Context: an optimization exercise on an open-source flow, tuned for small area, a short achievable clock period and few clock cycles. The choices shown serve that exercise and are no tape-out recipe. The RTL was checked by simulation tests, not by an equivalence proof against the original design. Power figures rest on the tool's default switching activity, not on a simulated workload.

==> trial 8: inputs <==
==> flow/design.v (excerpt) <==
module mips_mc_core #(
    parameter logic [31:0] RESET_PC = 32'h0000_0000,
    parameter logic [4:0]  DBG_REG  = 5'd2
) (
    input  logic                  clk,
    input  logic                  rst,
    input  logic                  en,
    output logic                  mem_req,
    output logic                  mem_we,
    output logic [31:0]           mem_addr,
    output logic [31:0]           mem_wdata,
    input  logic [31:0]           mem_rdata,
    input  logic                  mem_ack,
    output logic [31:0]           pc,
    output logic [31:0]           dbg_reg,
    output logic                  halted
);
Settings: LEC_CHECK=0, CAP_MARGIN=35, CORE_MARGIN=2, CORE_UTILIZATION=38, PLACE_DENSITY=0.55, SETUP_SLACK_MARGIN=4.3, SLEW_MARGIN=30; clock period 8.0 ns.
run.sh (not shown) runs the stock make flow with config.mk's settings and CLKGATE_MAP_FILE= SYNTH_SCRIPT=/design/flow/synth_recipe.tcl, a recipe that flattens the netlist after the stock synthesis.
==> build 49: changes against trial 8 <==
--- a/flow/design.v
+++ b/flow/design.v
@@ -95,11 +95,11 @@
     logic        ev_q, eeq_q, emis_eq_q, emis_neq_q, ejr_q, elate_q;
     logic [31:0] a_q, bx_q, b_q, ealt_q;
     logic        e_sub_q, e_sum_q, e_and_q, e_or_q, e_xor_q, e_nor_q, e_slt_q, e_sltu_q;
     logic        e_sh_q, e_passb_q, e_ovfchk_q, e_we_q, e_lw_q, e_sw_q, e_shl_q, e_sha_q, e_wr31_q;
     logic        e_slow_q;                  
-    logic [4:0]  e_dst_q, e_shamt_q;
+    logic [4:0]  e_dst_q, e_shamt_q, e_rt_q;
     logic        wv_q;
     logic [4:0]  widx_q;
     logic [31:0] wdata_q;
     logic        mv_q, mwe_q;
     logic [4:0]  mrt_q;
@@ -328,12 +328,13 @@
                     e_wr31_q   <= d_wr31;
                     e_dst_q    <= d_dst;
                     e_shamt_q  <= ir_q[10:6];
                     e_slow_q   <= (d_is_r ? (d_fn == F_ADD || d_fn == F_SUB) : (d_op == OP_ADDI)) ||
                                   (d_op == OP_LW);
+                    e_rt_q     <= d_rt;
                 end
-                mrt_q    <= e_dst_q;           
+                mrt_q    <= e_rt_q;
                 maddr_q  <= sum[31:2];
                 mwdata_q <= b_q;
             end
         end
     end
@@ -343,12 +344,14 @@
         end else begin
             wv_q <= adv && (mv_q ? (!mwe_q && mrt_q != 5'd0) : e_we);
         end
     end
     always_ff @(posedge clk) begin
-        widx_q  <= mv_q ? mrt_q : e_dst_q;
-        wdata_q <= mv_q ? mem_rdata : alu_res;
+        if (adv) begin
+            widx_q  <= mv_q ? mrt_q : e_dst_q;
+            wdata_q <= mv_q ? mem_rdata : alu_res;
+        end
     end
     logic       n_wv_x;
     logic [4:0] n_widx, n_rs, n_rt;
     logic       d_wr_any;
     assign n_wv_x   = mv_q ? (!mwe_q && mrt_q != 5'd0) : e_we;
@@ -360,14 +363,14 @@
         if (rst) begin
             rs_whit_q <= 1'b0;
             rt_whit_q <= 1'b0;
             rs_ehz_q  <= 1'b0;
             rt_ehz_q  <= 1'b0;
-        end else begin
-            rs_whit_q <= adv && n_wv_x && (n_widx == n_rs);
-            rt_whit_q <= adv && n_wv_x && (n_widx == n_rt);
-            if (adv && !mv_q) begin
+        end else if (adv) begin
+            rs_whit_q <= n_wv_x && (n_widx == n_rs);
+            rt_whit_q <= n_wv_x && (n_widx == n_rt);
+            if (!mv_q) begin
                 rs_ehz_q <= d_move && d_wr_any && (d_dst == mem_rdata[25:21]);
                 rt_ehz_q <= d_move && d_wr_any && (d_dst == mem_rdata[20:16]);
             end
         end
     end
==> flow/config.mk (replaced) <==
export PLATFORM = sky130hd
export DESIGN_NAME = mips_mc_core
export DESIGN_NICKNAME = mips_mc_core
export VERILOG_FILES = /design/flow/design.v
export SDC_FILE = /design/flow/constraint.sdc
export NUM_CORES = 4
export LEC_CHECK = 0
export CAP_MARGIN = 35
export CORE_MARGIN = 2
export CORE_UTILIZATION = 45
export CTS_BUF_LIST = sky130_fd_sc_hd__clkbuf_4 sky130_fd_sc_hd__clkbuf_8
export PLACE_DENSITY = 0.6
export SETUP_SLACK_MARGIN = 4.4
export SLEW_MARGIN = 30
==> qor summary <==
Combined area of all synthesized cells: trial 8 69070 sq um; build 49 69900 sq um
Share of the clock period used by the worst path after layout: trial 8 0.5085; build 49 0.5153
Maximum ir drop on the vdd rail: trial 8 0.2267 mV; build 49 0.1663 mV
Beginning of the worst hold path: trial 8 b_q[15]; build 49 e_rt_q[2]
Number of clock-tree buffers in the layout: trial 8 198; build 49 308
Simple logic cell fraction of the synthesized area: trial 8 0.07719; build 49 0.07870
Number of instances resized during post-cts repair: trial 8 721; build 49 907
Adder-cell share of the synthesized area: trial 8 0.01790; build 49 0.01768
Core region area: trial 8 180700 sq um; build 49 154200 sq um
Run status: trial 8 complete, no violations; build 49 complete, no violations
Synthesized net count: trial 8 5519; build 49 5591
Effective utilization at floorplan: trial 8 0.3821; build 49 0.4532
Area growth from synthesis to layout: trial 8 27.06%; build 49 27.06%
Sink Count: trial 8 1432; build 49 1437
Slew at the pin with the worst max-slew slack: trial 8 1.112 ns; build 49 1.165 ns
Slowest cell on crit path: trial 8 sky130_fd_sc_hd__o41a_1; build 49 sky130_fd_sc_hd__a222oi_1
Complex-gate fraction of the synthesized area: trial 8 0.1990; build 49 0.2011
Critical path launch point type: trial 8 input pin; build 49 register
Critical path origin: trial 8 mem_rdata[5]; build 49 s_f_q
Width of the chip: trial 8 430.3 um; build 49 398.1 um
Sum of routed wire segments on met1: trial 8 122.8 mm; build 49 116.9 mm
Total power draw: trial 8 17.93 mW; build 49 18.02 mW
Sequential share of the synthesized area: trial 8 0.6106; build 49 0.6107
Vias per cell: trial 8 7.264; build 49 7.741
Proportion of netlist area held by the largest area contributor: trial 8 0.5865; build 49 0.5976
Clock network latency to the later pin of the worst-skew pair: trial 8 0.84 ns; build 49 1.09 ns
Core utilization of the finished layout: trial 8 0.4856; build 49 0.5759
Testbench counts of trial 8, summed over its fixed seeds: cycles 130,410.
Testbench counts of build 49, summed over its fixed seeds: cycles 130,410.

re-timing with driven ports:
In the flow no input, the clock included, has a driving cell. The finished layouts below were timed again as built, in two steps.
Step 1 (the two cells are an assumption about what drives the block):
set clk [get_ports {clk}]
set_driving_cell -lib_cell sky130_fd_sc_hd__clkbuf_16 $clk
set_driving_cell -lib_cell sky130_fd_sc_hd__buf_2 [delete_from_list [all_inputs] $clk]
Step 2, shift: input delay + t, output delay - t, t = (earliest + latest rising clock arrival at the registers) / 2. This alone moves slack from input paths to output paths.
a / b / c = ideal / step 1 / step 2; a / b = the first two.
| run | shift t [ns] | setup WS [ns] | slew at the worst register clock pin (ns) |
|---|---|---|---|
| trial 8 | 0.911 | 3.932 / 3.878 / 3.048 | 0.07 / 0.07 |
| build 49 | 1.127 | 3.877 / 3.794 / 3.004 | 0.07 / 0.07 |
After both steps every run listed still meets setup and hold. For trial 8, which loses most, drivers alone change the setup slack by -0.054 ns; drivers and shift together by -0.884 ns.
